This design comes from an exercise in tuning for a short achievable clock period and few clock cycles on the open sky130 flow, not from production work.
Function was checked by simulation only, so behaviour that the tests miss may differ from the original.
Power and IR drop assume default switching activity.

==> design/flow/design.v <==
`default_nettype none
package armPkg;
    localparam int DATA_W     = 32;
    localparam int REG_ADDR_W = 4;
    localparam logic [REG_ADDR_W-1:0] PC_REG  = 4'd15;
    localparam logic [DATA_W-1:0]     PC_STEP = 32'd4;
    localparam int COND_LSB = 28;
    localparam int OP_LSB   = 26;
    localparam int I_BIT    = 25;
    localparam int CMD_LSB  = 21;
    localparam int S_BIT    = 20;
    localparam int L_BIT    = 20;
    localparam int RN_LSB   = 16;
    localparam int RD_LSB   = 12;
    localparam int ROT_LSB  = 8;
    localparam logic [3:0] CMD_AND = 4'b0000;
    localparam logic [3:0] CMD_SUB = 4'b0010;
    localparam logic [3:0] CMD_ADD = 4'b0100;
    localparam logic [3:0] CMD_CMP = 4'b1010;
    localparam logic [3:0] CMD_ORR = 4'b1100;
    localparam logic [1:0] OP_DP  = 2'b00;
    localparam logic [1:0] OP_MEM = 2'b01;
    localparam logic [1:0] OP_BR  = 2'b10;
    localparam logic SRCB_REG   = 1'b0;
    localparam logic SRCB_IMM   = 1'b1;
    localparam logic RES_ALUOUT = 1'b0;
    localparam logic RES_DATA   = 1'b1;
    typedef enum logic [3:0] {
        FETCH, DECODE, MEMADR, MEMRD, MEMWB, MEMWRITE,
        EXECR, EXECI, ALUWB, ALUNOWB, BRANCH
    } fsmState_t;
    typedef enum logic [1:0] {
        ALU_ADD, ALU_SUB, ALU_AND, ALU_ORR
    } aluOp_t;
    typedef enum logic [3:0] {
        EQ, NE, CS, CC, MI, PL, VS, VC, HI, LS, GE, LT, GT, LE, AL
    } cond_t;
endpackage
`default_nettype wire
`timescale 1ns/1ns
`default_nettype none
import armPkg::*;
module alu (
    input  logic [DATA_W-1:0] a,
    input  logic [DATA_W-1:0] b,
    input  armPkg::aluOp_t            op,
    output logic [DATA_W-1:0] result,
    output logic [3:0]        flags
);
    logic              isSub;
    logic              isArith;
    logic [DATA_W-1:0] bIn;
    logic [DATA_W:0]   sum;
    assign isSub   = (op == ALU_SUB);
    assign isArith = (op == ALU_ADD) || isSub;
    assign bIn     = isSub ? ~b : b;
    assign sum     = {1'b0, a} + {1'b0, bIn} + {{DATA_W{1'b0}}, isSub};
    always_comb begin
        case (op)
            ALU_AND: result = a & b;
            ALU_ORR: result = a | b;
            default: result = sum[DATA_W-1:0];
        endcase
    end
    assign flags[3] = result[DATA_W-1];
    assign flags[2] = (result == '0);
    assign flags[1] = isArith & sum[DATA_W];
    assign flags[0] = isArith & (a[DATA_W-1] == bIn[DATA_W-1])
                    & (result[DATA_W-1] != a[DATA_W-1]);
endmodule
`default_nettype wire
`timescale 1ns/1ns
`default_nettype none
import armPkg::*;
module regFile (
    input  logic                  clk,
    input  logic                  we,
    input  logic [REG_ADDR_W-1:0] ra1,
    input  logic [REG_ADDR_W-1:0] ra2,
    input  logic [REG_ADDR_W-1:0] wa,
    input  logic [DATA_W-1:0]     wd,
    input  logic [DATA_W-1:0]     r15,
    output logic [DATA_W-1:0]     rd1,
    output logic [DATA_W-1:0]     rd2
);
    logic [DATA_W-1:0] regs [0:PC_REG-1];
    always_ff @(posedge clk) begin
        if (we && (wa != PC_REG)) begin
            regs[wa] <= wd;
        end
    end
    assign rd1 = (ra1 == PC_REG) ? r15 : regs[ra1];
    assign rd2 = (ra2 == PC_REG) ? r15 : regs[ra2];
endmodule
`default_nettype wire
`timescale 1ns/1ns
`default_nettype none
import armPkg::*;
module programCounter (
    input  logic              clk,
    input  logic              reset,
    input  logic              pcStep,
    input  logic              pcBranch,
    input  logic [DATA_W-1:0] branchOffset,
    output logic [DATA_W-1:0] pc,
    output logic [DATA_W-1:0] pcPlus8
);
    assign pcPlus8 = pc + PC_STEP;
    always_ff @(posedge clk or posedge reset) begin
        if (reset) begin
            pc <= '0;
        end else if (pcBranch) begin
            pc <= pcPlus8 + branchOffset;
        end else if (pcStep) begin
            pc <= pc + PC_STEP;
        end
    end
endmodule
`default_nettype wire
`timescale 1ns/1ns
`default_nettype none
import armPkg::*;
module condUnit (
    input  logic              clk,
    input  logic              reset,
    input  logic [DATA_W-1:0] instr,
    input  logic [3:0]        aluFlags,
    input  logic              regReq,
    input  logic              memReq,
    input  logic              brReq,
    input  logic              flagReq,
    output logic              regWrite,
    output logic              pcBranch,
    output logic              memWrite
);
    logic [3:0] flags;
    logic       n;
    logic       z;
    logic       c;
    logic       v;
    logic       ge;
    logic       condPass;
    logic       condHeld;
    logic       isArith;
    logic [3:0] cmd;
    armPkg::cond_t      cond;
    assign {n, z, c, v} = flags;
    assign ge   = (n == v);
    assign cond = armPkg::cond_t'(instr[COND_LSB +: 4]);
    assign cmd  = instr[CMD_LSB +: 4];
    assign isArith = (cmd == CMD_ADD) || (cmd == CMD_SUB) || (cmd == CMD_CMP);
    always_comb begin
        case (cond)
            EQ: condPass = z;
            NE: condPass = ~z;
            CS: condPass = c;
            CC: condPass = ~c;
            MI: condPass = n;
            PL: condPass = ~n;
            VS: condPass = v;
            VC: condPass = ~v;
            HI: condPass = c & ~z;
            LS: condPass = ~c | z;
            GE: condPass = ge;
            LT: condPass = ~ge;
            GT: condPass = ~z & ge;
            LE: condPass = z | ~ge;
            default: condPass = 1'b1;
        endcase
    end
    assign regWrite = regReq & condHeld;
    assign pcBranch = brReq & condPass;
    assign memWrite     = memReq & condPass;
    always_ff @(posedge clk or posedge reset) begin
        if (reset) begin
            flags    <= '0;
            condHeld <= 1'b0;
        end else begin
            condHeld <= condPass;
            if (flagReq && condPass) begin
                flags[3:2] <= aluFlags[3:2];
                if (isArith) begin
                    flags[1:0] <= aluFlags[1:0];
                end
            end
        end
    end
endmodule
`default_nettype wire
`timescale 1ns/1ns
`default_nettype none
import armPkg::*;
module mainFsm (
    input  logic              clk,
    input  logic              reset,
    input  logic [DATA_W-1:0] instr,
    output logic              irWrite,
    output logic              adrSrc,
    output logic              srcBSel,
    output logic              resultSrc,
    output armPkg::aluOp_t            aluOp,
    output logic              abWrite,
    output logic              pcStep,
    output logic [1:0]        immClass,
    output logic              regReq,
    output logic              memReq,
    output logic              brReq,
    output logic              flagReq
);
    armPkg::fsmState_t  state;
    armPkg::fsmState_t  nextState;
    logic [1:0] opClass;
    logic [3:0] cmd;
    logic       immBit;
    logic       loadBit;
    logic       setFlags;
    logic       isCmp;
    armPkg::aluOp_t     dpOp;
    assign opClass  = instr[OP_LSB +: 2];
    assign cmd      = instr[CMD_LSB +: 4];
    assign immBit   = instr[I_BIT];
    assign loadBit  = instr[L_BIT];
    assign setFlags = instr[S_BIT];
    assign isCmp    = (cmd == CMD_CMP);
    always_comb begin
        case (cmd)
            CMD_AND: dpOp = ALU_AND;
            CMD_SUB: dpOp = ALU_SUB;
            CMD_CMP: dpOp = ALU_SUB;
            CMD_ORR: dpOp = ALU_ORR;
            default: dpOp = ALU_ADD;
        endcase
    end
    assign immClass = opClass;
    always_ff @(posedge clk or posedge reset) begin
        if (reset) begin
            state <= FETCH;
        end else begin
            state <= nextState;
        end
    end
    always_comb begin
        nextState = FETCH;
        case (state)
            FETCH: nextState = DECODE;
            DECODE: begin
                case (opClass)
                    OP_DP:   nextState = immBit ? EXECI : EXECR;
                    OP_MEM:  nextState = MEMADR;
                    OP_BR:   nextState = BRANCH;
                    default: nextState = FETCH;
                endcase
            end
            EXECR: nextState = isCmp ? ALUNOWB : ALUWB;
            EXECI: nextState = isCmp ? ALUNOWB : ALUWB;
            MEMADR: nextState = loadBit ? MEMRD : MEMWRITE;
            MEMRD: nextState = MEMWB;
            default: nextState = FETCH;
        endcase
    end
    always_comb begin
        irWrite   = 1'b0;
        adrSrc    = 1'b0;
        srcBSel   = SRCB_REG;
        resultSrc = RES_ALUOUT;
        aluOp     = ALU_ADD;
        abWrite   = 1'b0;
        pcStep    = 1'b0;
        regReq        = 1'b0;
        memReq        = 1'b0;
        brReq         = 1'b0;
        flagReq       = 1'b0;
        case (state)
            FETCH: begin
                irWrite = 1'b1;
                pcStep  = 1'b1;
            end
            DECODE: abWrite = 1'b1;
            MEMADR: srcBSel = SRCB_IMM;
            MEMRD: begin
                adrSrc  = 1'b1;
                srcBSel = SRCB_IMM;
            end
            MEMWB: begin
                resultSrc = RES_DATA;
                regReq        = 1'b1;
            end
            MEMWRITE: begin
                adrSrc = 1'b1;
                memReq     = 1'b1;
            end
            EXECR: begin
                aluOp = dpOp;
                flagReq   = setFlags | isCmp;
            end
            EXECI: begin
                aluOp   = dpOp;
                srcBSel = SRCB_IMM;
                flagReq     = setFlags | isCmp;
            end
            ALUWB: regReq = 1'b1;
            BRANCH: brReq = 1'b1;
            default: begin
            end
        endcase
    end
endmodule
`default_nettype wire
`timescale 1ns/1ns
`default_nettype none
import armPkg::*;
module datapath (
    input  logic              clk,
    input  logic              reset,
    input  logic [DATA_W-1:0] readData,
    input  logic              irWrite,
    input  logic              adrSrc,
    input  logic              srcBSel,
    input  logic              resultSrc,
    input  armPkg::aluOp_t            aluOp,
    input  logic              abWrite,
    input  logic              pcStep,
    input  logic [1:0]        immClass,
    input  logic              regWrite,
    input  logic              pcBranch,
    output logic [DATA_W-1:0] instr,
    output logic [3:0]        aluFlags,
    output logic [DATA_W-1:0] adr,
    output logic [DATA_W-1:0] writeData
);
    logic [DATA_W-1:0]     pc;
    logic [DATA_W-1:0]     pcPlus8;
    logic [DATA_W-1:0]     dataReg;
    logic [DATA_W-1:0]     aReg;
    logic [DATA_W-1:0]     bReg;
    logic [DATA_W-1:0]     rd1;
    logic [DATA_W-1:0]     rd2;
    logic [DATA_W-1:0]     extImm;
    logic [DATA_W-1:0]     srcB;
    logic [DATA_W-1:0]     aluResult;
    logic [DATA_W-1:0]     aluOut;
    logic [DATA_W-1:0]     result;
    logic [2*DATA_W-1:0]   immRot;
    logic [REG_ADDR_W-1:0] ra2;
    always_ff @(posedge clk or posedge reset) begin
        if (reset) begin
            instr <= '0;
        end else if (irWrite) begin
            instr <= readData;
        end
    end
    always_ff @(posedge clk) begin
        dataReg <= readData;
        aluOut  <= aluResult;
        if (abWrite) begin
            aReg <= rd1;
            bReg <= rd2;
        end
    end
    programCounter uPc (
        .clk          (clk),
        .reset        (reset),
        .pcStep       (pcStep),
        .pcBranch     (pcBranch),
        .branchOffset (extImm),
        .pc           (pc),
        .pcPlus8      (pcPlus8)
    );
    assign ra2 = (immClass == OP_MEM) ? instr[RD_LSB +: REG_ADDR_W]
                                          : instr[REG_ADDR_W-1:0];
    regFile uRegs (
        .clk (clk),
        .we  (regWrite),
        .ra1 (instr[RN_LSB +: REG_ADDR_W]),
        .ra2 (ra2),
        .wa  (instr[RD_LSB +: REG_ADDR_W]),
        .wd  (result),
        .r15 (pcPlus8),
        .rd1 (rd1),
        .rd2 (rd2)
    );
    assign immRot = {2{{(DATA_W-8){1'b0}}, instr[7:0]}} >> {instr[ROT_LSB +: 4], 1'b0};
    always_comb begin
        case (immClass)
            OP_DP:   extImm = immRot[DATA_W-1:0];
            OP_MEM:  extImm = {{(DATA_W-12){1'b0}}, instr[11:0]};
            default: extImm = {{(DATA_W-26){instr[23]}}, instr[23:0], 2'b00};
        endcase
    end
    assign srcB = (srcBSel == SRCB_IMM) ? extImm : bReg;
    alu uAlu (
        .a      (aReg),
        .b      (srcB),
        .op     (aluOp),
        .result (aluResult),
        .flags  (aluFlags)
    );
    assign result    = (resultSrc == RES_DATA) ? dataReg : aluOut;
    assign adr       = adrSrc ? aluOut : pc;
    assign writeData = bReg;
endmodule
`default_nettype wire
`timescale 1ns/1ns
`default_nettype none
import armPkg::*;
module armMulticycle (
    input  logic              clk,
    input  logic              reset,
    input  logic [DATA_W-1:0] readData,
    output logic [DATA_W-1:0] adr,
    output logic [DATA_W-1:0] writeData,
    output logic              memWrite
);
    logic [DATA_W-1:0] instr;
    logic [3:0]        aluFlags;
    logic              regReq;
    logic              memReq;
    logic              brReq;
    logic              flagReq;
    logic              irWrite;
    logic              adrSrc;
    logic              srcBSel;
    logic              resultSrc;
    armPkg::aluOp_t            aluOp;
    logic              abWrite;
    logic              pcStep;
    logic [1:0]        immClass;
    logic              regWrite;
    logic              pcBranch;
    mainFsm uFsm (
        .clk     (clk),
        .reset   (reset),
        .instr   (instr),
        .irWrite   (irWrite),
        .adrSrc    (adrSrc),
        .srcBSel   (srcBSel),
        .resultSrc (resultSrc),
        .aluOp     (aluOp),
        .abWrite   (abWrite),
        .pcStep    (pcStep),
        .immClass  (immClass),
        .regReq  (regReq),
        .memReq  (memReq),
        .brReq   (brReq),
        .flagReq (flagReq)
    );
    condUnit uCond (
        .clk      (clk),
        .reset    (reset),
        .instr    (instr),
        .aluFlags (aluFlags),
        .regReq   (regReq),
        .memReq   (memReq),
        .brReq    (brReq),
        .flagReq  (flagReq),
        .regWrite (regWrite),
        .pcBranch (pcBranch),
        .memWrite (memWrite)
    );
    datapath uDp (
        .clk       (clk),
        .reset     (reset),
        .readData  (readData),
        .irWrite   (irWrite),
        .adrSrc    (adrSrc),
        .srcBSel   (srcBSel),
        .resultSrc (resultSrc),
        .aluOp     (aluOp),
        .abWrite   (abWrite),
        .pcStep    (pcStep),
        .immClass  (immClass),
        .regWrite  (regWrite),
        .pcBranch  (pcBranch),
        .instr     (instr),
        .aluFlags  (aluFlags),
        .adr       (adr),
        .writeData (writeData)
    );
endmodule
`default_nettype wire
==> design/flow/run.sh <==
#!/bin/bash
# synth_recipe.tcl (not shown) runs the flow's synth.tcl, then flattens the netlist and writes it again
# the make line also repeats each setting of config.mk as NAME=value (left out here)
make -C /OpenROAD-flow-scripts/flow DESIGN_CONFIG=/design/flow/config.mk WORK_HOME=/design/flow/orfs CLKGATE_MAP_FILE= SYNTH_SCRIPT=/design/flow/synth_recipe.tcl finish
==> design/flow/config.mk <==
export PLATFORM = sky130hd
export DESIGN_NAME = armMulticycle
export DESIGN_NICKNAME = armMulticycle
export VERILOG_FILES = /design/flow/design.v
export SDC_FILE = /design/flow/constraint.sdc
export NUM_CORES = 4
export LEC_CHECK = 0
export CAP_MARGIN = 20
export CORE_MARGIN = 2
export CORE_UTILIZATION = 40
export SLEW_MARGIN = 20
==> design/flow/constraint.sdc <==
create_clock -name core_clock -period 8.0 [get_ports {clk}]
set_input_delay 1.6000 -clock core_clock [delete_from_list [all_inputs] [get_ports {clk}]]
set_output_delay 1.6000 -clock core_clock [all_outputs]
set_load 0.01 [all_outputs]
==> flow_summary.ini <==
[cells_and_area]
final_cell_area_um2 = 41800
instances_no_fill = 4613
final_common_cell = nand2_1
layout.nets = 3468
layout_common_cells = nand2_1, edfxtp_1, nand3_1
fin_util = 0.456
area_growth_pct = 13.0
drive_above_1_share = 0.128

[critical_path]
cp.required_ps = 8560
critPathKind = reg -> reg
arrival_ps = 7080
crit_fanout = 24
cp-end-kind = register
rr_worst_depth = 17
critPathLaunchType = register

[placed_design]
dpl_cell_area_um2 = 39300
dp_cells = 4476
portBuffers = 98
place_congestion = 0.965
dp_hpwl_um = 85700

[timing]
slew_headroom = 0.213
tns_ps = 0
period_share = 0.815
period_needed_ps = 6520
hold_viol = 0
worst_pin_slew_ps = 1170
finalMaxSlewViolations = 0
setup_viol = 0
fmax_mhz = 153
clock-skew-final_ps = 51.3
rsz0062_at_grt = false

[power_and_ir_drop]
totalPowerFinal_uw = 21300
power.density_nw_per_um2 = 509
ir_drop_uv = 473
p_leak_uw = 0.0151

[cts]
cts_tree = done
cts_resized = 0
numCtsBuffers = 76
cts_hold_buffers = 0
clk_latency_ps = 660
cts_root_buffer = clkbuf_16
postCtsSetupBuffers = 0
clk_pin_slew_ps = 60
cts_buffer_depth = 3
clock-sinks = 681
ctsHtreeMaxLevel = 3

[min_path]
whs_path_depth = 2
hold_path_class = reg -> reg

[synthesis]
synth_edf_count = 544
syn-num-nets = 3467
synth_area_um2 = 37000
syn_area_per_cell_um2 = 11.0
netlist_instances = 3367
ys_types = 92
synth-seq-cells = 681
synthArstFlopShare = 0.107
synth_ff_type = edfxtp_1
synth_warnings = 6
yosysSeqAreaShare = 0.525

[drt]
via_per_inst = 6.24
dr.pass1.iters = 6
drc = 0
finalWirelength_um = 130000
ant_nets = 0
vias = 28800
routedWlPerCell_um = 28.3
first_iter_violations = 3605

[run]
cap_viol_max_count = 0

[global_routing]
grt_pass1_vias = 27200
overflow = 0
grt_antenna_before_repair = 5
grt_pass1_wl_um = 188000
grt_usage = 0.271
grt_max_degree = 111

[floorplanning]
core_region_area_um2 = 91700
ioPinCount = 99
start_util = 0.404
die_width_um = 308
dieArea_um2 = 95100
rows = 111
die_h_um = 308

[outcome]
status = finished clean
## Yosys cell counts (19+ instances only)
cell,number,area [um2]
a211oi_1,26,195
a21o_1,28,210
a21oi_1,117,586
a311oi_1,67,587
a31oi_1,36,225
and3_1,46,288
buf_1,30,113
clkbuf_1,193,724
dfrtp_1,73,1830
dfxtp_1,64,1280
edfxtp_1,544,16300
ha_1,64,801
inv_1,76,285
maj3_1,22,220
mux2_2,99,1110
mux2i_1,102,1020
mux4_2,101,2270
nand2_1,650,2440
nand2b_1,20,125
nand3_1,182,911
nor2_1,134,503
nor2b_1,26,163
nor3_1,38,190
o211ai_1,27,203
o21ai_0,178,891
o22ai_1,29,181
o311ai_0,19,166
xnor2_1,74,648
xor2_1,38,333
## per-stage QoR
step	setup slack, ps	hold slack [ps]
after detailed placement	1480	503
after global placement	1560	492
after CTS	1540	523
after global routing	1100	552
after floorplan	2290	446
final	1480	533
## power breakdown
part	internal, uW	switching, uW
clock network	2070	1510
registers	5020	948
logic	4240	7490
## worst max-delay path, cell delays in order, from the launching register on
cell and delay (ps):
dfrtp_1 880, mux2_2 450, mux2i_1 390, o31ai_1 120, o21ai_0 590, xnor2_1 130
ha_1 360, nand2b_1 110, a21oi_1 310, nor4_1 170, or2_2 410, o2111a_1 260
or3_2 480, or4b_1 520, or4_1 470, nor4_1 450, nand3b_1 130, o31ai_1 240
## path summary, 6_finish.rpt
kind                                                  from                    endpoint  slack [ps]
worst max-delay path              uDp.instr[8]$_DFFE_PP0P_  uCond.flags[2]$_DFFE_PP0P_        1480
worst min-delay path            uDp.uPc.pc[14]$_DFFE_PP0P_  uDp.uPc.pc[14]$_DFFE_PP0P_         530
worst max register to register    uDp.instr[8]$_DFFE_PP0P_  uCond.flags[2]$_DFFE_PP0P_        1480
worst min register to register  uDp.uPc.pc[14]$_DFFE_PP0P_  uDp.uPc.pc[14]$_DFFE_PP0P_         530
max in group asynchronous                            reset   uDp.instr[18]$_DFFE_PP0P_        5400
min in group asynchronous                            reset   uDp.uPc.pc[1]$_DFFE_PP0P_        1350
## area by class of cell
type | count | area, um2
inverter | 76 | 287
clock buffer | 101 | 2070
multi-input combinational | 2371 | 16600
fill | 8343 | 49800
timing repair buffer | 162 | 1490
antenna | 1 | 2.50
clock inverter | 35 | 494
sequential | 681 | 19500
tap | 1186 | 1480
## per-layer routing
layer	routed length, um	share of wire	track usage	up-vias
met3	13100	0.10	0.0518	290
met2	58400	0.45	0.421	1610
met5	0	0	0	-
met1	53900	0.41	0.379	14300
met4	4930	0.038	0.0978	0
li1	-	-	-	12600
## state kept, by name, indices dropped and copies added, names as in the netlist
signal          cells
uCond.condHeld      1
uCond.flags         4
uDp.aReg           32
uDp.aluOut         32
uDp.bReg           32
uDp.dataReg        32
uDp.instr          32
uDp.uPc.pc         32
uDp.uRegs.regs    480
uFsm.state          4
## logic make-up after synthesis
logic type,share of synthesized area
AND/OR/NAND/NOR,0.144
XOR/XNOR,0.0265
adder cells (fa/ha/maj),0.0286
AO/OA/AOI/OAI,0.122
multiplexers,0.119
flip-flops,0.525
buffers and inverters,0.0343
Testbench counts, summed over its fixed seeds: cycles 282,797.

==> static timing again, ports no longer ideal <==
In the flow no input, the clock included, has a driving cell. The finished layout below was timed again as built, in two steps. Step 1 assumes that a clkbuf_16 drives the clock port and a buf_2 every other input. Step 2 adds t to the input delays and takes it off the output delays; t is the mean of the earliest and latest rising clock arrival at the registers after step 1. Input paths then give back, and output paths get back, about the clock's delay inside the block. a / b / c = no drivers / after step 1 / after step 2; a / b = the first two.
shift t [ns]: 0.701
setup WS [ns]: 1.482 / 1.482 / 1.482
worst setup path at the end: register to register
clock arrival spread, ns: 0.052 / 0.051
cell pins on the clock port's net: 1
After both steps setup and hold are still met in this run. The setup slack of this run moves by 0.000 ns with the drivers and by 0.000 ns with both steps.
